This design comes from an exercise in tuning for small area and a short achievable clock period on the open sky130 flow, not from production work. Function was checked by simulation only, so behaviour that the tests miss may differ from the original. Power figures rest on the tool's default switching activity, not on a simulated workload.

// spi_slave_mem_burst
module spi_slave_mem_burst #(
  parameter int ADDR_W   = 8,
  parameter int DATA_W   = 8,
  parameter int AUTO_INC = 1
) (
  input  logic clk,
  input  logic rst_n,
  input  logic ss_n,
  input  logic MOSI,
  output logic MISO,
  output logic valid_MISO,
  output logic sready
);
  localparam int WORDS = 256;
  localparam int G     = 8;              
  localparam int GW    = WORDS / G;      
  logic       st_cmd, st_addr_w, st_addr_r, st_wdata, st_rd_wait;
  logic       miso_q, valid_q, busy_q, idle_q;
  logic [2:0] cnt;
  logic [6:0] sh;
  logic [6:0] tx;
  logic [15:0] wlo, whi;    
  logic [15:0] rlo, rhi;    
  logic [7:0] mem [0:WORDS-1];
  logic [7:0] rd_grp [0:G-1];
  logic [7:0] word_in;
  logic       at2, at3, go;
  logic       addr_done_w, addr_done_r, wr_en, rd_load;
  logic       rdata_nxt;
  logic [7:0] rd_word;
  assign idle_q      = !busy_q;
  assign word_in     = {sh, MOSI};
  ...
Size: roughly 4500 cells after synthesis, roughly 2200 flip-flops.
Settings: LEC_CHECK=0, CAP_MARGIN=20, CORE_MARGIN=2, CORE_UTILIZATION=60, CTS_CLUSTER_DIAMETER=100, CTS_CLUSTER_SIZE=28, SETUP_SLACK_MARGIN=2.3, SLEW_MARGIN=20, TNS_END_PERCENT=20; clock period 4.5 ns.
standard.sh (not shown) runs the stock make flow with config.mk's settings and CLKGATE_MAP_FILE= SYNTH_SCRIPT=/design/flow/synth_recipe.tcl, a recipe that flattens the netlist after the stock synthesis.
==> flow/flow/run.sh <==
#!/bin/bash
# Standard ORFS layout (the standard.sh, standard synthesis unchanged) with two changes:
#  - ports are buffered with buf_4 instead of the cell buffer_ports picks by default
#    (a delay cell on sky130hd), so the port buffers can be resized like any buffer;
#  - repair_timing/repair_design may resize across cell footprints.
set -euo pipefail
bash standard.sh MATCH_CELL_FOOTPRINT=0 "BUFFER_PORTS_ARGS=-buffer_cell sky130_fd_sc_hd__buf_4" finish > make_finish.log 2>&1
==> next run, changes <==
CORE_UTILIZATION = 70   (was 60)
TNS_END_PERCENT = unset   (was 20)
=>
- The changed run finished clean
- worst setup slack gains 0.046 ns
- critical path depth is lower by 3
- synthesized cell count is unchanged
==> next run, changes <==
CORE_UTILIZATION = 65   (was 70)
After rerunning: The new run went through all stages and came out clean. Total power stays flat. Clock-buffer cell count decreases by 2. Register-to-register slack loses 0.12 ns. Flip-flop and latch count is unchanged. Non-clock buffer count increases by 12.
==> next run, changes <==
CORE_UTILIZATION = 60   (was 65)
PLACE_DENSITY = 0.8   (was unset)
=> The changed run finished with timing, DRC and antenna clean. Wire length went down by 1.6%. Cell count climbs by 2.2%. Worst setup slack is better by 0.020 ns. Design area stays flat. Total power grows by 0.48%. Synthesized area does not change.
==> next run, changes <==
==> flow/flow/run.sh (replaced) <==
#!/bin/bash
# Standard ORFS layout (the standard.sh, standard synthesis unchanged) with three changes:
#  - ports are buffered with buf_4 instead of the cell buffer_ports picks by default
#    (a delay cell on sky130hd), so the port buffers can be resized like any buffer;
#  - repair_timing/repair_design may resize across cell footprints;
#  - before detailed placement, the flip-flop driving each output port is moved next to
#    that port's buffer (flow/near_pins.tcl).
set -euo pipefail
bash standard.sh MATCH_CELL_FOOTPRINT=0 "BUFFER_PORTS_ARGS=-buffer_cell sky130_fd_sc_hd__buf_4" \
  "PRE_DETAIL_PLACE_TCL=$PWD/flow/near_pins.tcl" finish > make_finish.log 2>&1
==> flow/flow/near_pins.tcl (new file) <==
# PRE_DETAIL_PLACE hook: move the flip-flop that launches each output port (and an
# inverter between it and the port buffer, if there is one) onto the port buffer's
# location, so no output path has to cross the die. Detailed placement then legalizes.
set block [ord::get_db_block]
proc signal_inputs {inst} {
  set r {}
  foreach it [$inst getITerms] {
    if {[$it isInputSignal] && [$it getNet] ne "NULL" && [[$it getNet] getSigType] eq "SIGNAL"} { lappend r $it }
  }
  return $r
}
proc net_driver {net} {
  foreach it [$net getITerms] { if {[$it isOutputSignal]} { return [$it getInst] } }
  return ""
}
foreach bt [$block getBTerms] {
  if {[$bt getIoType] ne "OUTPUT"} continue
  set buf [net_driver [$bt getNet]]
  if {$buf eq ""} continue
  set loc [$buf getLocation]
  set cur $buf
  for {set k 0} {$k < 3} {incr k} {
    set ins [signal_inputs $cur]
    if {[llength $ins] != 1} break
    set prev [net_driver [[lindex $ins 0] getNet]]
    if {$prev eq ""} break
    set m [[$prev getMaster] getName]
    puts "near_pins: [$bt getName]: moving [$prev getName] ($m) to the port buffer [$buf getName]"
    $prev setLocation [lindex $loc 0] [lindex $loc 1]
    if {[string match "*__df*" $m]} break
    set cur $prev
  }
}
PLACE_DENSITY = unset   (was 0.8)
Result: Global-route usage goes up by 1.5 points. Hold slack loses 0.17 ns. Clock-buffer cell count goes down by 1. Non-clock buffer count goes up by 7. Maximum frequency goes up by 3.2%. Clock power is about the same. Worst setup slack gains 0.073 ns.
==> next run, changes <==
==> flow/flow/run.sh (replaced) <==
#!/bin/bash
# Standard ORFS layout (the standard.sh, standard synthesis unchanged) with two changes:
#  - ports are buffered with buf_4 instead of the cell buffer_ports picks by default
#    (a delay cell on sky130hd), so the port buffers can be resized like any buffer;
#  - repair_timing/repair_design may resize across cell footprints.
set -euo pipefail
bash standard.sh MATCH_CELL_FOOTPRINT=0 "BUFFER_PORTS_ARGS=-buffer_cell sky130_fd_sc_hd__buf_4" finish > make_finish.log 2>&1
SETUP_SLACK_MARGIN = 2.2   (was 2.3)
removed: flow/flow/near_pins.tcl
- The new run ran to the end with no violations
- via count went down by 1.4%
- synthesized area does not change
- clock skew is about the same
- clock-buffer cell count went down by 4
- first-iteration DRC count went down by 7.6%
- wire length went down by 2.6%

* * *

== 06-21 ==
Another version of the RTL of spi_slave_mem_burst (not shown whole).
For scale: about 4,700 cells after synthesis, ~2,200 flip-flops, ~81,000 sq um of cells after synthesis.
==> flow/config.mk <==
export PLATFORM = sky130hd
export DESIGN_NAME = spi_slave_mem_burst
export DESIGN_NICKNAME = spi_slave_mem_burst
export VERILOG_FILES = /design/flow/design.v
export SDC_FILE = /design/flow/constraint.sdc
export NUM_CORES = 4
export LEC_CHECK = 0
export CAP_MARGIN = 20
export CORE_MARGIN = 2
export CORE_UTILIZATION = 60
export SETUP_SLACK_MARGIN = 2.0
export SLEW_MARGIN = 20
==> flow/constraint.sdc <==
create_clock -name core_clock -period 4.5 [get_ports {clk}]
set_input_delay 0.9000 -clock core_clock [delete_from_list [all_inputs] [get_ports {clk}]]
set_output_delay 0.9000 -clock core_clock [all_outputs]
set_load 0.01 [all_outputs]
run.sh (not shown) runs the stock make flow with config.mk's settings and CLKGATE_MAP_FILE= SYNTH_SCRIPT=/design/flow/synth_recipe.tcl, a recipe that flattens the netlist after the stock synthesis.
Stock flow here: none of the scripts above is used.
06-21 finished every step from synthesis to the final layout, and the layout passed the timing, design-rule and antenna checks.
> inputs changed (06-21 -> 07-18)
Settings: SETUP_SLACK_MARGIN now 2.3, was 2.0.
==> flow/flow/run.sh (new file) <==
#!/bin/bash
# Standard ORFS layout (the standard.sh, standard synthesis unchanged) with two changes:
#  - ports are buffered with buf_4 instead of the cell buffer_ports picks by default
#    (a delay cell on sky130hd), so the port buffers can be resized like any buffer;
#  - repair_timing/repair_design may resize across cell footprints.
set -euo pipefail
bash standard.sh MATCH_CELL_FOOTPRINT=0 "BUFFER_PORTS_ARGS=-buffer_cell sky130_fd_sc_hd__buf_4" finish > make_finish.log 2>&1
==> flow/standard.sh (new file) <==
#!/bin/bash
# synth_recipe.tcl (not shown) runs the flow's synth.tcl, then flattens the netlist and writes it again
# the make line also repeats each setting of config.mk as NAME=value (left out here)
make -C /OpenROAD-flow-scripts/flow DESIGN_CONFIG=/design/flow/config.mk WORK_HOME=/design/flow/orfs CLKGATE_MAP_FILE= SYNTH_SCRIPT=/design/flow/synth_recipe.tcl "${@:-finish}"
removed: flow/run.sh
## What came out
- Of 06-21 and 07-18, the run reporting the higher setup slack was 07-18.
- [07-18] register-to-register slack rose 260 ps relative to 06-21
- 07-18 ended up with a higher share of layout cells above drive strength 1 than 06-21 did.
- From 06-21 to 07-18 the numbers moved as follows: CTS H-tree depth roughly the same; worst vdd rail ir drop higher; power share of the clock group lower.
- 06-21 ended up with fewer cell instances than 07-18 did.
- 07-18 vs 06-21, clock buffer and inverter area fraction after layout went down by 0.57 points.
- Core utilization | 07-18 above 06-21
- The detailed-routing wirelength on met1 on 07-18 is in line with that on 06-21.
- There was hardly any difference in sequential cell area between 07-18 and 06-21.

* * *

## job 3379
RTL: one of the versions met above, not the one the previous note started from.
Size: roughly 4500 cells after synthesis, roughly 2200 flip-flops, about 7 I/O pins, about 0.081 sq mm of cells after synthesis.
export LEC_CHECK = 0
export CAP_MARGIN = 20
export CORE_MARGIN = 2
export CORE_UTILIZATION = 60
export CTS_CLUSTER_DIAMETER = 100
export CTS_CLUSTER_SIZE = 28
export SETUP_SLACK_MARGIN = 2.4
export SLEW_MARGIN = 20
create_clock -name core_clock -period 4.5 [get_ports {clk}]
standard.sh (not shown) runs the stock make flow with config.mk's settings and CLKGATE_MAP_FILE= SYNTH_SCRIPT=/design/flow/synth_recipe.tcl, a recipe that flattens the netlist after the stock synthesis.
==> flow/flow/run.sh <==
#!/bin/bash
# Standard ORFS layout (the standard.sh, standard synthesis unchanged) with three changes:
#  - ports are buffered with buf_4 instead of the cell buffer_ports picks by default
#    (a delay cell on sky130hd), so the port buffers can be resized like any buffer;
#  - repair_timing/repair_design may resize across cell footprints;
#  - before detailed placement, the flip-flop driving each output port is moved next to
#    that port's buffer (flow/near_pins.tcl).
set -euo pipefail
bash standard.sh MATCH_CELL_FOOTPRINT=0 "BUFFER_PORTS_ARGS=-buffer_cell sky130_fd_sc_hd__buf_4" \
  "PRE_DETAIL_PLACE_TCL=$PWD/flow/near_pins.tcl" finish > make_finish.log 2>&1
==> flow/flow/near_pins.tcl <==
# PRE_DETAIL_PLACE hook: move the flip-flop that launches each output port (and an
# inverter between it and the port buffer, if there is one) onto the port buffer's
# location, so no output path has to cross the die. Detailed placement then legalizes.
set block [ord::get_db_block]
proc signal_inputs {inst} {
  set r {}
  foreach it [$inst getITerms] {
    if {[$it isInputSignal] && [$it getNet] ne "NULL" && [[$it getNet] getSigType] eq "SIGNAL"} { lappend r $it }
  }
  return $r
}
proc net_driver {net} {
  foreach it [$net getITerms] { if {[$it isOutputSignal]} { return [$it getInst] } }
  return ""
}
foreach bt [$block getBTerms] {
  if {[$bt getIoType] ne "OUTPUT"} continue
  set buf [net_driver [$bt getNet]]
  if {$buf eq ""} continue
  set loc [$buf getLocation]
  set cur $buf
  for {set k 0} {$k < 3} {incr k} {
    set ins [signal_inputs $cur]
    if {[llength $ins] != 1} break
    set prev [net_driver [[lindex $ins 0] getNet]]
    if {$prev eq ""} break
    set m [[$prev getMaster] getName]
    puts "near_pins: [$bt getName]: moving [$prev getName] ($m) to the port buffer [$buf getName]"
    $prev setLocation [lindex $loc 0] [lindex $loc 1]
    if {[string match "*__df*" $m]} break
    set cur $prev
  }
}
Per the final summary, job 3379 finished and its layout is clean on timing, DRC and antenna.
For job 9267, these inputs were changed with respect to job 3379:
- swapping 100 for 80 in CTS_CLUSTER_DIAMETER
- swapping 28 for 20 in CTS_CLUSTER_SIZE
- swapping 2.4 for 2.3 in SETUP_SLACK_MARGIN
==> flow/flow/run.sh <==
#!/bin/bash
# Standard ORFS layout (the standard.sh, standard synthesis unchanged) with two changes:
#  - ports are buffered with buf_4 instead of the cell buffer_ports picks by default
#    (a delay cell on sky130hd), so the port buffers can be resized like any buffer;
#  - repair_timing/repair_design may resize across cell footprints.
set -euo pipefail
bash standard.sh MATCH_CELL_FOOTPRINT=0 "BUFFER_PORTS_ARGS=-buffer_cell sky130_fd_sc_hd__buf_4" finish > make_finish.log 2>&1
removed: flow/flow/near_pins.tcl
### Flow results
From job 3379 to job 9267 the numbers moved as follows: power in the clock group increased by about 10% relative to the old numbers, global-route usage decreased by 1.2 points relative to the old numbers.
Via count of the first global-routing pass: lower on job 9267
Against job 3379, job 9267 reports a non-clock buffer count that is lower.
The lower global routing usage on met1 came out of job 9267.
### job 9267 -> job 9134
- a change of CTS_CLUSTER_DIAMETER from 80 to 100
- a change of CTS_CLUSTER_SIZE from 20 to 28
### Flow results
Job 9134 reached the final stage; the timing, design-rule and antenna checks on its layout passed. Part of the cycle the worst path needs (job 9134 over job 9267): decrease, 0.60 points. For cell count after synthesis, job 9134 and job 9267 come out practically identical. Endpoint required time on the critical path was higher in job 9134 than in job 9267. Side by side, overall via count from detail_route turned out lower in job 9134 than in job 9267. Summary of job 9134 over job 9267: final cell count lost about 1%, count of nets after finishing lost 32. In the reports for job 9267 and job 9134, the larger clock-pin transition on the worst setup and hold timing paths belongs to job 9134. Comparing job 9267 and job 9134, the higher switching component of the power was measured on job 9267. Min length of the first detailed-routing pass in iterations across job 9267 and job 9134: job 9267. Comparing time the final worst path needs with I/O delays and setup for job 9267 and job 9134, the bigger number came from job 9267.

[afterwards: timing with drivers on the ports]
The flow's constraints put no driver on any port. The routed layouts listed below were extracted and timed again, unchanged, in two steps.
Step 1: set_driving_cell puts a clkbuf_16 on clk and a buf_2 on each other input, an assumption about the parent block.
Step 2 adds t to the input delays and takes it off the output delays; t is the mean of the earliest and latest rising clock arrival at the registers after step 1. Input paths then give back, and output paths get back, about the clock's delay inside the block.
Slacks: ideal / step 1 / step 2; pairs: ideal / step 1.
run	shift t [ns]	setup WS [ns]	hold slack, ns	pins driven straight from the clock port
the first run of note 1	0.817	2.190 / 2.187 / 1.630	0.139 / 0.081 / 0.465	1
the second run of note 1	0.799	2.236 / 2.158 / 1.712	0.157 / 0.107 / 0.452	1
the third run of note 1	0.790	2.142 / 2.142 / 1.704	0.243 / 0.266 / 0.462	1
the fourth run of note 1	0.810	2.162 / 2.147 / 1.666	0.326 / 0.330 / 0.461	1
the fifth run of note 1	0.811	2.235 / 2.204 / 1.742	0.153 / 0.101 / 0.451	1
the sixth run of note 1	0.817	2.167 / 2.161 / 1.607	0.134 / 0.076 / 0.470	1
06-21	0.917	1.889 / 1.889 / 1.075	0.452 / 0.452 / 0.452	1
07-18	0.897	2.144 / 2.082 / 1.499	0.270 / 0.303 / 0.459	1
job 3379	0.825	2.158 / 2.158 / 1.764	0.228 / 0.202 / 0.477	1
job 9267	0.844	2.223 / 2.136 / 1.766	0.115 / 0.056 / 0.458	1
job 9134	0.819	2.250 / 2.172 / 1.723	0.137 / 0.077 / 0.465	1
After both steps every run listed still meets setup and hold. For 06-21, which loses most, drivers alone change the setup slack by 0.000 ns; drivers and shift together by -0.814 ns.
